This is an optimization exercise on Yosys and OpenROAD, whose aim is small area, a short achievable clock period and few clock cycles per item, not a production implementation.
Function was not checked in any run shown here: the RTL went through the layout flow alone.
Power is estimated from default activity; no workload was simulated.

## flow/design.v (module list and top-level ports; edited modules follow where they fit)
// module fp_mul_pipe: 2408 lines
// module fp_fa: 4 lines
// module fp_ha: 4 lines
module fp_mul_pipe
#(
  parameter int EXP_W = 8,
  parameter int MAN_W = 23,
  localparam int W = 1 + EXP_W + MAN_W
) (
  input  logic         clk,
  input  logic         reset,
  input  logic         in_valid,
  output logic         in_ready,
  input  logic         rnd_mode,
  input  logic [W-1:0] a,
  input  logic [W-1:0] b,
  output logic         out_valid,
  input  logic         out_ready,
  output logic [W-1:0] c,
  output logic         ovf,
  output logic         unf,
  output logic         inv
);
  // ...
==> flow/flow/run.sh <==
#!/bin/bash
# Layout flow: the standard ORFS flow (standard.sh, unchanged synthesis),
# with port buffers of a plain small buffer cell instead of the default
# choice, and timing repair allowed to change cell footprints.
set -euo pipefail
bash standard.sh \
  MATCH_CELL_FOOTPRINT=0 \
  REMOVE_ABC_BUFFERS=1 \
  BUFFER_PORTS_ARGS="-buffer_cell sky130_fd_sc_hd__buf_2" \
  finish > standard.log 2>&1
==> flow/standard.sh <==
#!/bin/bash
# synth_recipe.tcl (not shown) runs the flow's synth.tcl, then flattens the netlist and writes it again
# the make line also repeats each setting of config.mk as NAME=value (left out here)
make -C /OpenROAD-flow-scripts/flow DESIGN_CONFIG=/design/flow/config.mk WORK_HOME=/design/flow/orfs CLKGATE_MAP_FILE= SYNTH_SCRIPT=/design/flow/synth_recipe.tcl "${@:-finish}"
==> flow/config.mk <==
export PLATFORM = sky130hd
export DESIGN_NAME = fp_mul_pipe
export DESIGN_NICKNAME = fp_mul_pipe
export VERILOG_FILES = /design/flow/design.v
export SDC_FILE = /design/flow/constraint.sdc
export NUM_CORES = 4
export LEC_CHECK = 0
export ABC_AREA = 1
export CAP_MARGIN = 20
export CORE_MARGIN = 2
export CORE_UTILIZATION = 40
export CTS_BUF_LIST = sky130_fd_sc_hd__clkbuf_8 sky130_fd_sc_hd__clkbuf_16
export SETUP_SLACK_MARGIN = 3.85
export SLEW_MARGIN = 20
export SYNTH_HIERARCHICAL = 1
export SYNTH_MINIMUM_KEEP_SIZE = 0
==> flow/constraint.sdc <==
create_clock -name core_clock -period 8.5 [get_ports {clk}]
set_input_delay 1.7000 -clock core_clock [delete_from_list [all_inputs] [get_ports {clk}]]
set_output_delay 1.7000 -clock core_clock [all_outputs]
set_load 0.01 [all_outputs]
==> summary.txt, run 1 <==
status finished clean; layout cells sized above 1 13.99%; Yosys warnings 7; number of hold buffers added after cts 0; WP data arrival 4.83 ns; die width 229.1 um; M1 WL 25370 um; die height 229.1 um; # clk buffers 17; Tightest Pin Transition 1.031 ns; critical path depth in cells 10; part of the power in the clock network 8.8%; num sequential 175; drt pass-1 iters 6; TritonCTS clock tree built; count of flip-flops with a built-in enable after synthesis 172; Top Ports 106; Multi-input gate area 14050 um^2; CP max FO 27; highest-power group combinational logic; most common cell after layout, fill and taps aside xor2_1; NumNets Final 2477; PD cells 426.5 nW/um^2; Top cell by count, worst path fa_1; drt wl/cell 21.23 um; R2R depth 10; Fin. Hold Viols 0; Hold WS 0.4199 ns; clk tree area frac 2.751%; RR Endpoint r1_36_1; storage element area 5225 um^2; Row Count 82; Seq/Total Area, Yosys 25.78%; Static Leak 9.413 nW; area delta synth->final 10.60%; busiest grt layer met2; Synth Area in Simple Gates 11.06%; drt first-iter violations 1268; Finished Layout Cells 2718; Slew Viols, Final 0; Crit Reg-Reg Startpoint bm[21]; hold path depth 0; cell taking the most area after synthesis fa_1
==> run 2, diff against run 1 <==
--- a/flow/flow/run.sh
+++ b/flow/flow/run.sh
@@ -6,5 +6,4 @@
 bash standard.sh \
   MATCH_CELL_FOOTPRINT=0 \
-  REMOVE_ABC_BUFFERS=1 \
   BUFFER_PORTS_ARGS="-buffer_cell sky130_fd_sc_hd__buf_2" \
   finish > standard.log 2>&1
--- a/flow/config.mk
+++ b/flow/config.mk
@@ -9,5 +9,5 @@
 export CAP_MARGIN = 20
 export CORE_MARGIN = 2
-export CORE_UTILIZATION = 40
+export CORE_UTILIZATION = 55
 export CTS_BUF_LIST = sky130_fd_sc_hd__clkbuf_8 sky130_fd_sc_hd__clkbuf_16
 export SETUP_SLACK_MARGIN = 3.85
==> run 2 against run 1 <==
- sequential power about the same
- die area down 27%
- design area down 1.5%
- maximum frequency down 0.60%
- total power down 1.5%
==> summary.txt, run 2 <==
Row Count 70 (was 82); TritonCTS clock tree built (unchanged); NumNets Final 2482 (was 2477); fin area 22090 um^2 (was 22420 um^2); CTS buffer count 17 (unchanged); Initial Utilization 55.64% (was 40.49%); layout cells sized above 1 13.90% (was 13.99%); Worst-path clk slew 0.07 ns (was 0.09 ns); vias after detailed routing 14.98k (was 15.14k); Max Cap Viol 0 (unchanged); most common cell after layout, fill and taps aside xor2_1 (unchanged); synth unique cells 49 (unchanged); M1 WL 24180 um (was 25370 um); core area 36430 um^2 (was 50070 um^2); die height 196.0 um (was 229.1 um); WP data arrival 4.81 ns (was 4.83 ns); Pwr Total 9.419 mW (was 9.562 mW); setup TNS 0 ns (unchanged); drt pass-1 iters 8 (was 6); Worst Hold Endpoint e1[5] (unchanged); fmax 0.2165 GHz (was 0.2178 GHz); cell taking the most area after synthesis fa_1 (unchanged); total grt overflow 0 (unchanged); PD cells 426.4 nW/um^2 (was 426.5 nW/um^2); first-pass GRT wire length 85190 um (was 89260 um); Final Core Density 60.63% (was 44.78%); dpl hpwl 39470 um (was 40710 um); syn avg cell area 10.21 um^2 (unchanged); met2 wire length 25080 um (was 26180 um); clock sink count 175 (unchanged); R2R depth 12 (was 10); CP Capture Type register (unchanged); Static Leak 9.405 nW (was 9.413 nW); DRC Markers 0 (unchanged); FF-to-FF setup slack 3.88 ns (was 3.91 ns); Critical Path RT 8.69 ns (was 8.74 ns); Cell Area, Placed 21140 um^2 (was 21380 um^2); gpl congestion 0.8906 (was 0.8818); clk_skew 0.02835 ns (was 0.02364 ns); Yosys warnings 7 (unchanged); Slew Viols, Final 0 (unchanged); count leader, synth xor2_1 (unchanged); hold path depth 0 (unchanged); drt first-iter violations 1140 (was 1268); Final period util 54.35% (was 54.02%); CP Class reg2reg (unchanged); unrepaired setup endpoints after global routing yes (unchanged); setup violators final 0 (unchanged); Vias/cell 5.946 (was 5.571); status finished clean (unchanged); Met3 Wirelength 4482 um (was 4768 um); RR Endpoint r1_lc (was r1_36_1); Worst-Skew Late Latency 0.46 ns (was 0.50 ns); Post-Synthesis Cells 1985 (unchanged); most frequent cells after synthesis xor2_1, o22ai_1, fa_1, nand2_1, edfxtp_1 (unchanged); Slew headroom 24.97% (was 31.22%); CTS root buffer clkbuf_16 (unchanged); Top reg by flops c_q (unchanged); Startpoint Class register (unchanged); mapped cell area 20270 um^2 (unchanged); commonest non-fill, non-tap cells in the layout xor2_1, fa_1, o22ai_1 (was xor2_1, o22ai_1, fa_1); Tightest Pin Transition 1.124 ns (was 1.031 ns); highest metal used met4 (unchanged); Routed WL 54990 um (was 57710 um); PortBufs 105 (unchanged); Seq cells post-synth 175 (unchanged); Post-synth ARST share 0% (unchanged); die area 38410 um^2 (was 52490 um^2); maximum clock path buffer count 2 (unchanged); VDD IR max 0.1889 mV (was 0.2159 mV); Top Ports 106 (unchanged); H-tree Lvls 4 (unchanged); Crit Reg-Reg Startpoint am[5] (was bm[21]); largest cells by area after synthesis fa_1, edfxtp_1, xor2_1, o22ai_1, ha_1 (unchanged); count of flip-flops with a built-in enable after synthesis 172 (unchanged); max reg flops 32 (unchanged); Yosys top cell area share 26.17% (unchanged); Seq/Total Area, Yosys 25.78% (unchanged); biggest regs c_q x32, am x23, bm x23 (unchanged); Final min period 4.620 ns (was 4.592 ns); gr usage total 28.97% (was 21.99%); drt wl/cell 21.83 um (was 21.23 um); pin count of the biggest net entering global routing 73 (was 70); area delta synth->final 8.981% (was 10.60%); die width 196.0 um (was 229.1 um); ANT nets after route 0 (unchanged); Worst Hold Launch e0[5] (unchanged); Fin. Hold Viols 0 (unchanged); fill count 3114 (was 4762); Hold WC Path Type reg2reg (unchanged); CP max FO 24 (was 27); Top FF cell, synth edfxtp_1 (unchanged); vias in the first global route 15.19k (was 15.41k); antenna violations before repair 2 (was 0)
run 2: cell counts after synthesis:
No cell type changed its count.
run 2: per-module statistics from Yosys, one instance, submodules excluded:
| module | area, um^2 | flops+latches | cells | copies in the design |
|---|---|---|---|---|
| fp_mul_pipe | 14000 | 175 | 1642 | 1 |
| fp_fa | 20.02 | 0 | 1 | 264 |
| fp_ha | 12.51 | 0 | 1 | 79 |
run 2: kinds of logic after synthesis:
family | share of synthesized area [%]
and+or+nand+nor | 11.06
adders and majority gates | 33.02
AOI/OAI and AO/OA | 10.78
buffers and inverters | 6.061
xor gates and xnor gates | 13.26
DFF | 25.78
other | 0.03705
run 2: area by class of cell:
cell class	instances	area [um^2]	area share, %
tap	468	585.6	2.651
antenna	1	2.502	0.01133
sequential	175	5225	23.65
clock buffer	17	425.4	1.926
inverter	170	669.4	3.030
timing repair inverter	2	12.51	0.05664
multi-input combinational	1515	14000	63.39
timing repair buffer	156	1006	4.554
clock inverter	15	160.2	0.7250
run 2: metal layers:
layer	up-vias	global-route usage [%]
met4	0	8.053
met5	-	0
met2	668	45.60
met3	87	5.570
met1	7370	41.28
li1	6854	-
run 2: worst max path at each step:
| stage | startpoint | to | slack, ns | cells after the start |
|---|---|---|---|---|
| 4_1_cts | bm[5] | r1_lc | 3.68 | 15 |
| 5_1_grt | bm[9] | r1_lc | 3.72 | 16 |
| 3_3_place_gp | bm[9] | r1_lc | 3.55 | 16 |
| 3_5_place_dp | bm[5] | r1_lc | 3.44 | 15 |
| 2_1_floorplan | out_ready | in_ready | 3.01 | 2 |
| 6_report | am[5] | r1_lc | 3.88 | 12 |
run 2: repair_timing:
action	4_1_cts	5_1_grt
pin swaps	0	6
hold buffers	0	0
cloned	1	4
resized for setup	9	50
setup endpoints to repair	59	54
buffers inserted	1	10
run 2: stage by stage:
| step | hold WS (ns) | cells | worst slack, ns |
|---|---|---|---|
| CTS | 0.4179 | 2504 | 3.676 |
| global placement | 0.4002 | 2470 | 3.546 |
| detailed placement | 0.4045 | 2470 | 3.445 |
| finish | 0.4165 | 2519 | 3.880 |
| floorplan | 0.4003 | 1996 | 3.014 |
| global route | 0.4236 | 2518 | 3.716 |
run 2: critical path, stage by stage (launching register included):
cell and delay [ns]:
edfxtp_1 0.46, clkinvlp_4 0.57, o22ai_1 0.36, xor2_1 0.23, fa_1 0.46, fa_1 0.41
fa_1 0.53, fa_1 0.42, ha_1 0.32, a21oi_1 0.14, o21ai_0 0.09, o311ai_1 0.29
nand2_1 0.09
run 2: report_power, final:
group	internal, mW	leakage (nW)	switching (mW)
combinational	2.87	7.29	4.02
sequential	1.62	1.83	0.0965
clock	0.437	0.285	0.363

-- re-timing with driven ports --
No port has a modelled driver above. Below, the same layouts with a new extraction and two added sets of constraints. Step 1: set_driving_cell puts a clkbuf_16 on clk and a buf_2 on each other input, an assumption about the parent block. Step 2 also shifts input and output timing later by t, the mid clock arrival at the registers, as if the neighbouring blocks saw the same clock. a / b / c = ideal / step 1 / step 2; a / b = the first two.
run	shift t [ns]	setup WS [ns]	cell pins on the clock port's net
run 1	0.544	3.908 / 3.908 / 3.908	1
run 2	0.505	3.880 / 3.880 / 3.880	1
After both steps every run listed still meets setup and hold.
